This design comes from an exercise in tuning for small area, a short achievable clock period and few clock cycles on the open sky130 flow, not from production work. In this exercise RTL edits were held to simulation tests only and were not proved equivalent to the original. Power is estimated from default activity; no workload was simulated.

File: flow/run.sh
#!/bin/bash
# synth_recipe.tcl (not shown) runs the flow's synth.tcl, then flattens the netlist and writes it again
# the make line also repeats each setting of config.mk as NAME=value (left out here)
make -C /OpenROAD-flow-scripts/flow DESIGN_CONFIG=/design/flow/config.mk WORK_HOME=/design/flow/orfs CLKGATE_MAP_FILE= SYNTH_SCRIPT=/design/flow/synth_recipe.tcl finish
File: flow/config.mk
export PLATFORM = sky130hd
export DESIGN_NAME = kmp_substring_search
export DESIGN_NICKNAME = kmp_substring_search
export VERILOG_FILES = /design/flow/design.v
export SDC_FILE = /design/flow/constraint.sdc
export NUM_CORES = 4
export LEC_CHECK = 0
export CAP_MARGIN = 20
export CORE_MARGIN = 2
export CORE_UTILIZATION = 40
export PLACE_DENSITY = 0.6
export SLEW_MARGIN = 20
File: flow/constraint.sdc
create_clock -name core_clock -period 5.5 [get_ports {i_clk}]
set_input_delay 1.1000 -clock core_clock [delete_from_list [all_inputs] [get_ports {i_clk}]]
set_output_delay 1.1000 -clock core_clock [all_outputs]
set_load 0.01 [all_outputs]
File: flow/design.v
`default_nettype none
package kmp_pkg;
    localparam int MAX_PATTERN   = 16;
    localparam int IDX_BITS      = $clog2(MAX_PATTERN);
    localparam int LEN_BITS      = IDX_BITS + 1;
    localparam int POSITION_BITS = 16;
    localparam int MATCH_BITS    = 16;
    localparam int CFG_BITS      = 64;
    localparam int PAT_BITS      = 8 * MAX_PATTERN;
    typedef logic [7:0]          t_byte;
    typedef logic [IDX_BITS-1:0] t_idx;
    typedef logic [LEN_BITS-1:0] t_len;    
    typedef logic [PAT_BITS-1:0] t_pattern;
    typedef enum logic [1:0] {
        CFG_PAT_LOW  = 2'd0,
        CFG_PAT_HIGH = 2'd1,
        CFG_PAT_LEN  = 2'd2
    } t_cfg_idx;
    typedef struct packed {
        logic busy;    
        logic clear;   
    } t_ctrl;
    function automatic t_byte pat_byte(input t_pattern pat, input t_idx k);
        pat_byte = pat[8*k +: 8];
    endfunction
endpackage
`default_nettype wire
`default_nettype none
module kmp_links
(
    input  wire                 i_clk,
    input  wire                 i_rst_n,
    input  wire                 i_cfg_we,
    input  wire [1:0]           i_cfg_index,
    input  wire [kmp_pkg::CFG_BITS-1:0]  i_cfg_data,
    input  kmp_pkg::t_idx                i_link_addr,
    output kmp_pkg::t_len                o_link_data,
    output kmp_pkg::t_pattern            o_pattern,
    output kmp_pkg::t_len                o_len,
    output kmp_pkg::t_ctrl               o_ctrl
);
    localparam int MAX_PATTERN = kmp_pkg::MAX_PATTERN;
    localparam int IDX_BITS = kmp_pkg::IDX_BITS;
    localparam int LEN_BITS = kmp_pkg::LEN_BITS;
    localparam int CFG_BITS = kmp_pkg::CFG_BITS;
    localparam int PAT_BITS = kmp_pkg::PAT_BITS;
    typedef kmp_pkg::t_idx t_idx;
    typedef kmp_pkg::t_len t_len;
    typedef kmp_pkg::t_pattern t_pattern;
    logic [CFG_BITS-1:0] r_pat_low;
    logic [CFG_BITS-1:0] r_pat_high;
    t_len                r_len_raw;
    t_len                r_link [MAX_PATTERN];
    logic                r_busy;
    logic                r_clear;
    t_idx                r_bi;
    t_len                r_bjp1;
    t_pattern pat;
    t_len     len;
    t_idx     jm1;
    t_idx     ni;
    t_idx     nj;
    logic     hit;
    logic     done;
    t_idx     rd_addr;
    t_len     rd_data;
    t_len     wr_data;
    logic     cfg_hit;
    assign pat = {r_pat_high[PAT_BITS-CFG_BITS-1:0], r_pat_low};
    assign len = (r_len_raw > LEN_BITS'(MAX_PATTERN)) ? LEN_BITS'(MAX_PATTERN) : r_len_raw;
    always_comb begin
        jm1     = IDX_BITS'(r_bjp1 - LEN_BITS'(1));
        ni      = r_bi + IDX_BITS'(1);
        nj      = IDX_BITS'(r_bjp1);
        hit     = (r_bjp1 == '0) || (kmp_pkg::pat_byte(pat, r_bi) == kmp_pkg::pat_byte(pat, jm1));
        done    = (LEN_BITS'(r_bi) + LEN_BITS'(1)) >= len;
        rd_addr = r_busy ? (hit ? nj : jm1) : i_link_addr;
        rd_data = (rd_addr == '0) ? '0 : r_link[rd_addr];
        wr_data = (kmp_pkg::pat_byte(pat, ni) == kmp_pkg::pat_byte(pat, nj)) ? rd_data
                                                           : r_bjp1 + LEN_BITS'(1);
        cfg_hit = 1'b0;
        if (i_cfg_we) begin
            case (i_cfg_index)
                kmp_pkg::CFG_PAT_LOW, kmp_pkg::CFG_PAT_HIGH, kmp_pkg::CFG_PAT_LEN: cfg_hit = 1'b1;
                default:                                cfg_hit = 1'b0;
            endcase
        end
    end
    always_ff @(posedge i_clk) begin
        if (!i_rst_n) begin
            r_pat_low  <= '0;
            r_pat_high <= '0;
            r_len_raw  <= '0;
            r_busy     <= 1'b1;
            r_clear    <= 1'b0;
            r_bi       <= '0;
            r_bjp1     <= '0;
        end else begin
            r_clear <= cfg_hit;
            if (cfg_hit) begin
                r_busy <= 1'b1;
                r_bi   <= '0;
                r_bjp1 <= '0;
                case (i_cfg_index)
                    kmp_pkg::CFG_PAT_LOW:  r_pat_low  <= i_cfg_data;
                    kmp_pkg::CFG_PAT_HIGH: r_pat_high <= i_cfg_data;
                    kmp_pkg::CFG_PAT_LEN:  r_len_raw  <= i_cfg_data[LEN_BITS-1:0];
                    default:      r_len_raw  <= r_len_raw;
                endcase
            end else if (r_busy) begin
                if (done) begin
                    r_busy <= 1'b0;
                end else if (hit) begin
                    r_bi   <= ni;
                    r_bjp1 <= r_bjp1 + LEN_BITS'(1);
                end else begin
                    r_bjp1 <= rd_data;
                end
            end
        end
    end
    always_ff @(posedge i_clk) begin
        if (r_busy && !cfg_hit && !done && hit) begin
            r_link[ni] <= wr_data;
        end
    end
    assign o_link_data = rd_data;
    assign o_pattern   = pat;
    assign o_len       = len;
    assign o_ctrl      = {r_busy, r_clear};
endmodule
`default_nettype wire
`default_nettype none
module kmp_front
(
    input  wire         i_clk,
    input  wire         i_rst_n,
    input  kmp_pkg::t_ctrl       i_ctrl,
    input  wire         i_text_valid,
    input  kmp_pkg::t_byte       i_text_byte,
    input  wire         i_text_is_final,
    output logic        o_text_ready,
    output logic        o_queue_valid,
    output kmp_pkg::t_byte       o_queue_byte,
    output logic        o_queue_is_final,
    input  wire         i_queue_ready
);
    typedef kmp_pkg::t_byte t_byte;
    localparam int DEPTH = 2;
    t_byte      r_byte  [DEPTH];
    logic       r_final [DEPTH];
    logic       r_wr;
    logic       r_rd;
    logic [1:0] r_count;
    logic push;
    logic pop;
    assign o_text_ready    = (r_count != 2'(DEPTH)) && !i_ctrl.busy;
    assign push            = i_text_valid && o_text_ready;
    assign o_queue_valid   = (r_count != 2'd0);
    assign o_queue_byte = r_byte[r_rd];
    assign o_queue_is_final  = r_final[r_rd];
    assign pop             = o_queue_valid && i_queue_ready;
    always_ff @(posedge i_clk) begin
        if (!i_rst_n || i_ctrl.clear) begin
            r_wr    <= 1'b0;
            r_rd    <= 1'b0;
            r_count <= 2'd0;
        end else begin
            if (push) begin
                r_wr <= ~r_wr;
            end
            if (pop) begin
                r_rd <= ~r_rd;
            end
            r_count <= r_count + 2'(push) - 2'(pop);
        end
    end
    always_ff @(posedge i_clk) begin
        if (push) begin
            r_byte[r_wr]  <= i_text_byte;
            r_final[r_wr] <= i_text_is_final;
        end
    end
endmodule
`default_nettype wire
`default_nettype none
module kmp_back
(
    input  wire           i_clk,
    input  wire           i_rst_n,
    input  kmp_pkg::t_ctrl         i_ctrl,
    input  kmp_pkg::t_pattern      i_pattern,
    input  kmp_pkg::t_len          i_len,
    input  kmp_pkg::t_len          i_link_data,
    output kmp_pkg::t_idx          o_link_addr,
    input  wire           i_queue_valid,
    input  kmp_pkg::t_byte         i_queue_byte,
    input  wire           i_queue_is_final,
    output logic          o_queue_ready,
    output logic          o_result_valid,
    output logic          o_result_found,
    output logic [kmp_pkg::MATCH_BITS-1:0] o_result_index,
    input  wire           i_result_ready
);
    localparam int IDX_BITS = kmp_pkg::IDX_BITS;
    localparam int LEN_BITS = kmp_pkg::LEN_BITS;
    localparam int POSITION_BITS = kmp_pkg::POSITION_BITS;
    localparam int MATCH_BITS = kmp_pkg::MATCH_BITS;
    typedef kmp_pkg::t_byte t_byte;
    typedef kmp_pkg::t_idx t_idx;
    typedef kmp_pkg::t_len t_len;
    typedef enum logic {S_IDLE, S_SCAN} t_state;
    t_state                   r_state;
    t_len                     r_jp1;
    t_byte                    r_c;
    logic                     r_last;
    t_len                     r_matched;
    logic [POSITION_BITS-1:0] r_pos;
    logic                     r_answer;
    logic                     r_out_valid;
    logic                     r_out_found;
    logic [MATCH_BITS-1:0]    r_out_index;
    t_state                   n_state;
    t_len                     n_jp1;
    t_byte                    n_c;
    logic                     n_last;
    t_len                     n_matched;
    logic [POSITION_BITS-1:0] n_pos;
    logic                     n_answer;
    logic                     n_out_valid;
    logic                     n_out_found;
    logic [MATCH_BITS-1:0]    n_out_index;
    logic                     out_free;
    logic                     pop;
    logic                     hit;
    t_idx                     jm1;
    logic [POSITION_BITS-1:0] pos_inc;
    logic [POSITION_BITS-1:0] start;
    assign out_free      = !r_out_valid || i_result_ready;
    assign o_queue_ready = (r_state == S_IDLE) && out_free && !i_ctrl.busy;
    assign pop           = i_queue_valid && o_queue_ready;
    assign jm1           = IDX_BITS'(r_jp1 - LEN_BITS'(1));
    assign o_link_addr   = jm1;
    assign hit           = (r_jp1 == '0) || (kmp_pkg::pat_byte(i_pattern, jm1) == r_c);
    assign pos_inc       = (r_pos == '1) ? r_pos : r_pos + POSITION_BITS'(1);
    assign start         = r_pos + POSITION_BITS'(1) - POSITION_BITS'(i_len);
    always_comb begin
        n_state     = r_state;
        n_jp1       = r_jp1;
        n_c         = r_c;
        n_last      = r_last;
        n_matched   = r_matched;
        n_pos       = r_pos;
        n_answer    = r_answer;
        n_out_valid = r_out_valid && !i_result_ready;
        n_out_found = r_out_found;
        n_out_index = r_out_index;
        case (r_state)
            S_IDLE: begin
                if (pop) begin
                    if (r_answer) begin
                        if (i_queue_is_final) begin
                            n_matched = '0;
                            n_pos     = '0;
                            n_answer  = 1'b0;
                        end
                    end else if (i_len == '0) begin
                        n_out_valid = 1'b1;
                        n_out_found = 1'b1;
                        n_out_index = MATCH_BITS'(r_pos);
                        if (i_queue_is_final) begin
                            n_matched = '0;
                            n_pos     = '0;
                            n_answer  = 1'b0;
                        end else begin
                            n_answer = 1'b1;
                        end
                    end else begin
                        n_c     = i_queue_byte;
                        n_last  = i_queue_is_final;
                        n_jp1   = r_matched + LEN_BITS'(1);
                        n_state = S_SCAN;
                    end
                end
            end
            S_SCAN: begin
                if (!hit) begin
                    n_jp1 = i_link_data;
                end else begin
                    n_state = S_IDLE;
                    if (r_jp1 >= i_len) begin
                        n_out_valid = 1'b1;
                        n_out_found = 1'b1;
                        n_out_index = MATCH_BITS'(start);
                        n_matched   = '0;
                        if (r_last) begin
                            n_pos    = '0;
                            n_answer = 1'b0;
                        end else begin
                            n_pos    = pos_inc;
                            n_answer = 1'b1;
                        end
                    end else if (r_last) begin
                        n_out_valid = 1'b1;
                        n_out_found = 1'b0;
                        n_out_index = '0;
                        n_matched   = '0;
                        n_pos       = '0;
                        n_answer    = 1'b0;
                    end else begin
                        n_matched = r_jp1;
                        n_pos     = pos_inc;
                    end
                end
            end
            default: n_state = S_IDLE;
        endcase
    end
    always_ff @(posedge i_clk) begin
        if (!i_rst_n) begin
            r_state     <= S_IDLE;
            r_matched   <= '0;
            r_pos       <= '0;
            r_answer    <= 1'b0;
            r_out_valid <= 1'b0;
        end else if (i_ctrl.clear) begin
            r_state     <= S_IDLE;
            r_matched   <= '0;
            r_pos       <= '0;
            r_answer    <= 1'b0;
            r_out_valid <= n_out_valid;
        end else begin
            r_state     <= n_state;
            r_matched   <= n_matched;
            r_pos       <= n_pos;
            r_answer    <= n_answer;
            r_out_valid <= n_out_valid;
        end
        r_jp1       <= n_jp1;
        r_c         <= n_c;
        r_last      <= n_last;
        r_out_found <= n_out_found;
        r_out_index <= n_out_index;
    end
    assign o_result_valid       = r_out_valid;
    assign o_result_found       = r_out_found;
    assign o_result_index = r_out_index;
endmodule
`default_nettype wire
`default_nettype none
module kmp_substring_search
(
    input  wire                 i_clk,
    input  wire                 i_rst_n,
    input  wire                 i_cfg_we,
    input  wire [1:0]           i_cfg_index,
    input  wire [63:0]          i_cfg_data,
    input  wire                 i_text_valid,
    input  wire [7:0]           i_text_byte,
    input  wire                 i_text_is_final,
    output wire                 o_text_ready,
    output wire                 o_result_valid,
    output wire                 o_result_found,
    output wire [15:0]          o_result_index,
    input  wire                 i_result_ready
);
    typedef kmp_pkg::t_byte t_byte;
    typedef kmp_pkg::t_idx t_idx;
    typedef kmp_pkg::t_len t_len;
    typedef kmp_pkg::t_pattern t_pattern;
    typedef kmp_pkg::t_ctrl t_ctrl;
    t_ctrl    ctrl;
    t_pattern pattern;
    t_len     len;
    t_idx     link_addr;
    t_len     link_data;
    logic     q_valid;
    t_byte    q_byte;
    logic     q_is_final;
    logic     q_ready;
    kmp_links u_links (
        .i_clk       (i_clk),
        .i_rst_n     (i_rst_n),
        .i_cfg_we    (i_cfg_we),
        .i_cfg_index (i_cfg_index),
        .i_cfg_data  (i_cfg_data),
        .i_link_addr (link_addr),
        .o_link_data (link_data),
        .o_pattern   (pattern),
        .o_len       (len),
        .o_ctrl      (ctrl)
    );
    kmp_front u_front (
        .i_clk            (i_clk),
        .i_rst_n          (i_rst_n),
        .i_ctrl           (ctrl),
        .i_text_valid     (i_text_valid),
        .i_text_byte      (i_text_byte),
        .i_text_is_final  (i_text_is_final),
        .o_text_ready     (o_text_ready),
        .o_queue_valid    (q_valid),
        .o_queue_byte     (q_byte),
        .o_queue_is_final (q_is_final),
        .i_queue_ready    (q_ready)
    );
    kmp_back u_back (
        .i_clk            (i_clk),
        .i_rst_n          (i_rst_n),
        .i_ctrl           (ctrl),
        .i_pattern        (pattern),
        .i_len            (len),
        .i_link_data      (link_data),
        .o_link_addr      (link_addr),
        .i_queue_valid    (q_valid),
        .i_queue_byte     (q_byte),
        .i_queue_is_final (q_is_final),
        .o_queue_ready    (q_ready),
        .o_result_valid   (o_result_valid),
        .o_result_found   (o_result_found),
        .o_result_index   (o_result_index),
        .i_result_ready   (i_result_ready)
    );
endmodule
`default_nettype wire
==> notes.md <==
## cell usage after synthesis, drive strengths merged, types with 4 or more instances
cell       n  area share
a2111oi    7      0.0046
dfxtp    173        0.19
inv       30      0.0060
mux2      26       0.016
a211oi     7      0.0033
and3      24      0.0083
or4        4      0.0020
a22o      16      0.0075
xnor2     33       0.015
mux2i     55       0.029
a21oi     33      0.0088
o21ai     49       0.015
nor3b      4      0.0019
mux4     174        0.21
or3        5      0.0019
and2       5      0.0017
a41oi      7      0.0037
o22ai      6      0.0020
nor2b     37       0.013
nor4      10      0.0033
a21o       6      0.0024
nand3b    12      0.0048
nand4      4      0.0013
a31oi     14      0.0058
buf       55       0.017
clkbuf    82       0.016
nor2      88       0.018
edfxtp   125        0.20
nand3     24      0.0067
xor2      25       0.012
nand2b    12      0.0040
a21boi   139       0.056
a221oi     9      0.0046
nand2    347       0.070
ha        29       0.019
nor3      14      0.0038
## power by group
| part | total (uW) | switching [uW] | leakage [uW] | internal (uW) |
|---|---|---|---|---|
| Sequential | 2530 | 85.1 | 0.00255 | 2440 |
| Combinational | 1260 | 700 | 0.00423 | 558 |
| Clock | 2470 | 1000 | 0.000586 | 1470 |
| Total | 6260 | 1790 | 0.00737 | 4470 |
## critical path: stages, from the launching register on
cell	delay, ns
dfxtp_4	0.42
inv_1	0.08
ha_1	0.30
buf_4	0.25
mux4_2	0.52
nor2b_1	0.14
a2111oi_1	0.43
xor2_1	0.21
or4_4	0.58
o21ai_4	0.31
mux2_2	0.39
nand2_2	0.25
nand2_1	0.20
o32a_1	0.36
o31a_1	0.15
mux2_2	0.41
## through the flow
stage / power, uW / setup WS [ns] / std cells
floorplan: 3430 / 0.0310 / 1725
global route: 6500 / 0.0345 / 2416
CTS: 6280 / 0.126 / 2416
detailed placement: 3810 / 0.0616 / 2353
global placement: 3790 / 0.253 / 2353
finish: 6260 / 0.175 / 2417
## sequential cells by signal (all words and copies together), names as in the netlist, 2 cells and up, named ones only
register	flops
u_links.r_len_raw	5
u_links.r_bjp1	5
u_back.r_pos	16
u_links.r_pat_low	64
u_back.r_c	8
u_front.r_final	2
u_back.r_out_index	16
u_links.r_link	76
u_front.r_count	2
u_links.r_bi	4
u_back.r_matched	5
u_links.r_pat_high	64
u_back.r_jp1	5
u_front.r_byte	16
## cells in the final DEF (no fill, tap or decap), types with 8 or more instances in the layout
cell | netlist | final
mux2i_1 | 55 | 54
ha_1 | 29 | 28
buf_4 | 14 | 56
mux2_2 | 24 | 23
nor2b_1 | 36 | 36
clkbuf_16 | 0 | 35
xnor2_1 | 33 | 33
xor2_1 | 25 | 25
inv_1 | 30 | 30
a22o_1 | 16 | 16
and3_1 | 23 | 23
nand3b_1 | 12 | 12
mux4_2 | 161 | 161
o21ai_0 | 42 | 42
a221oi_1 | 8 | 8
clkdlybuf4s50_1 | 0 | 97
dfxtp_1 | 173 | 170
edfxtp_1 | 125 | 125
nor3_1 | 14 | 14
nor2_1 | 87 | 87
nand2_1 | 345 | 345
a21boi_0 | 138 | 138
a31oi_1 | 12 | 12
nor4_1 | 10 | 9
mux4_1 | 12 | 12
a21oi_1 | 33 | 31
nand3_1 | 23 | 23
nand2b_1 | 12 | 11
## path summary, 6_finish.rpt
kind | start | to | slack, ns | cells past startpoint
worst min-delay path | u_back.r_pos[1] | u_back.r_pos[1] | 0.52 | 2
worst max register to register | u_links.r_bjp1[0] | u_links.r_link[13][2] | 0.18 | 15
worst min register to register | u_back.r_pos[1] | u_back.r_pos[1] | 0.52 | 2
worst max-delay path | u_links.r_bjp1[0] | u_links.r_link[13][2] | 0.18 | 15
## area by class of cell
type | count | area, um^2
fillers | 4251 | 24700
multi-input cells | 1258 | 10800
flip-flops and latches | 298 | 7230
repair buffers | 158 | 1490
clock buffers | 41 | 928
well taps | 607 | 759
clock inverters | 22 | 300
inverters | 32 | 120
diodes | 1 | 2.50
## cell families (layout without fill, tap and decap cells)
kind of cell,count (synthesis),count (layout)
AND/OR/NAND/NOR,600,600
AO/OA/AOI/OAI,315,315
buffers and inverters,169,253
XOR/XNOR,58,58
other,0,1
flip-flops,298,298
multiplexers,255,255
adder cells (fa/ha/maj),30,30
## metal layers
metal	vias to the layer above	global-route usage
met2	526	0.400
met5	-	0
met3	147	0.0367
met1	7159	0.289
met4	0	0.107
li1	6539	-
## what timing repair did
action,in CTS,in global routing
resized for setup,0,5
setup endpoints to repair,0,76
hold buffers,0,0
==> run_summary.xml <==
<?xml version="1.0" encoding="UTF-8"?>
<metrics>
  <group name="pwr">
    <metric name="power.density" unit="nW/um^2">290</metric>
    <metric name="p_leak" unit="uW">0.00737</metric>
    <metric name="maximum_ir_drop_on_the_vdd_rail" unit="uV">216</metric>
  </group>
  <group name="route">
    <metric name="dr.pass1.iters" unit="">5</metric>
    <metric name="route.top_layer_used" unit="">met4</metric>
    <metric name="wirelength" unit="mm">55.8</metric>
    <metric name="met2RoutedLength" unit="mm">27.9</metric>
    <metric name="1st_iter_drt_viols" unit="">1182</metric>
    <metric name="met1Wirelength" unit="mm">22.3</metric>
    <metric name="routed_wire_length_per_instance" unit="um">23.1</metric>
    <metric name="route.antenna.remaining_nets" unit="">0</metric>
    <metric name="drcViolationCount" unit="">0</metric>
    <metric name="route.vias.total" unit="">14400</metric>
    <metric name="route.detailed.vias_per_inst" unit="">5.95</metric>
    <metric name="met3_wirelength" unit="mm">3.23</metric>
  </group>
  <group name="sta">
    <metric name="max_clock_freq" unit="MHz">188</metric>
    <metric name="finalHoldViolations" unit="">0</metric>
    <metric name="layout_worst_path_cycle_share" unit="">0.968</metric>
    <metric name="worst_pin_slew" unit="ns">1.07</metric>
    <metric name="hold-worst-slack" unit="ns">0.518</metric>
    <metric name="setup_viol" unit="">0</metric>
    <metric name="relSlewSlack" unit="">0.280</metric>
    <metric name="grt_setup_unrepaired" unit="">false</metric>
    <metric name="fin_worst_skew" unit="ns">0.0256</metric>
    <metric name="timing_max_transition_violations_final" unit="">0</metric>
    <metric name="timing.setup.tns" unit="ns">0</metric>
    <metric name="period_minus_slack" unit="ns">5.32</metric>
  </group>
  <group name="logic_synthesis">
    <metric name="synth_compound_area_frac" unit="">0.124</metric>
    <metric name="synth_seq_area_share" unit="">0.386</metric>
    <metric name="synth-async-reset-ratio" unit="">0</metric>
    <metric name="syn_area_per_cell" unit="um^2">10.8</metric>
    <metric name="netlist_instances" unit="">1725</metric>
    <metric name="synth_top_family_by_area" unit="">multiplexers</metric>
    <metric name="synth_simple_gate_area_frac" unit="">0.145</metric>
    <metric name="yosys.area_share.xor_xnor" unit="">0.0272</metric>
    <metric name="yosys.area_share.adder" unit="">0.0205</metric>
    <metric name="synth-edff-count" unit="">125</metric>
    <metric name="ys_seq_elements" unit="">298</metric>
    <metric name="yosysWarnings" unit="">3</metric>
    <metric name="synth.distinct_cells" unit="">84</metric>
    <metric name="synth-main-ff-cell" unit="">dfxtp_1</metric>
    <metric name="mappedNetlistNets" unit="">1835</metric>
    <metric name="multiplexer_area_fraction_after_synthesis" unit="">0.258</metric>
    <metric name="synth.cell_area" unit="um^2">18700</metric>
  </group>
  <group name="die">
    <metric name="fp.dieArea" unit="um^2">48400</metric>
    <metric name="starting_utilization_of_the_core_area" unit="">0.403</metric>
    <metric name="floorplan.die.width" unit="um">220</metric>
    <metric name="floorplan.core_area" unit="um^2">46400</metric>
    <metric name="num_io_pins" unit="">99</metric>
    <metric name="die_h" unit="um">220</metric>
    <metric name="rows" unit="">79</metric>
  </group>
  <group name="clocking">
    <metric name="clock_tree.root_cell" unit="">clkbuf_16</metric>
    <metric name="insertion_delay" unit="ns">0.57</metric>
    <metric name="cts.path.max_buffers" unit="">3</metric>
    <metric name="post_cts_clock_slew_at_the_launch_and_capture_registers_of_the_worst_setup_and_hold_paths" unit="ns">0.06</metric>
    <metric name="clock_tree.htree_level_count" unit="">2</metric>
    <metric name="cts_buffers" unit="">35</metric>
    <metric name="cts.sinks" unit="">298</metric>
    <metric name="post_cts_buffers" unit="">0</metric>
    <metric name="cts_tree" unit="">done</metric>
  </group>
  <group name="global_route">
    <metric name="leftover_overflow_at_the_end_of_global_routing" unit="">0</metric>
    <metric name="grt_util_all_layers" unit="">0.233</metric>
    <metric name="grt_max_degree" unit="">74</metric>
    <metric name="first_global_vias" unit="">14400</metric>
    <metric name="antenna_violations_before_repair" unit="">2</metric>
    <metric name="grt_first_pass_wirelength" unit="mm">85.7</metric>
  </group>
  <group name="worst_setup_path">
    <metric name="timing_worst_setup_path_type" unit="">register to register</metric>
    <metric name="crit_path_max_fanout" unit="">15</metric>
    <metric name="start_kind" unit="">register</metric>
    <metric name="critical_path_arrival" unit="ns">5.60</metric>
    <metric name="endpoint_kind" unit="">register</metric>
    <metric name="crit_required" unit="ns">5.77</metric>
  </group>
  <group name="finish">
    <metric name="synthToLayoutAreaGrowth" unit="%">15.7</metric>
    <metric name="finish.utilization" unit="">0.466</metric>
    <metric name="layout_net_count" unit="">1893</metric>
    <metric name="layout.cell_area.non_filler" unit="um^2">21600</metric>
    <metric name="final_layout_size_suffix_gt1_frac" unit="">0.190</metric>
  </group>
  <group name="place">
    <metric name="gp_routability_congestion" unit="">0.989</metric>
    <metric name="area_after_detailed_placement" unit="um^2">20300</metric>
    <metric name="port-buffer-count" unit="">98</metric>
    <metric name="dp_hpwl" unit="mm">40.0</metric>
  </group>
  <group name="run_status">
    <metric name="run_status" unit="">complete, no violations</metric>
  </group>
  <group name="min_path">
    <metric name="min_path_type" unit="">register to register</metric>
  </group>
  <group name="run">
    <metric name="max_cap_viol_count" unit="">0</metric>
  </group>
</metrics>
Testbench counts, summed over its fixed seeds: cycles 46,223.

[what the ideal ports hide]
The flow's constraints put no driver on any port. The routed layout listed below was extracted and timed again, unchanged, in two steps.
Step 1 sets driving cells, clkbuf_16 on the clock port and buf_2 on the other inputs (assumed; they add their load-dependent delay and slew).
Step 2 moves the port delays by t, midway between the first and last clock arrival at a register: inputs arrive t later, outputs are due t later. That takes back most of the time a late clock gives input paths.
Slacks: ideal ports / drivers / drivers and shift; pairs: ideal ports / drivers.
shift t [ns]: 0.614
setup WS [ns]: 0.175 / 0.175 / 0.175
worst setup path after step 2: register to register
clock arrival spread, ns: 0.026 / 0.026
worst data-port slew with drivers (ns): 0.07
After both steps this run still meets setup and hold. The setup slack of this run moves by 0.000 ns with the drivers and by 0.000 ns with both steps.
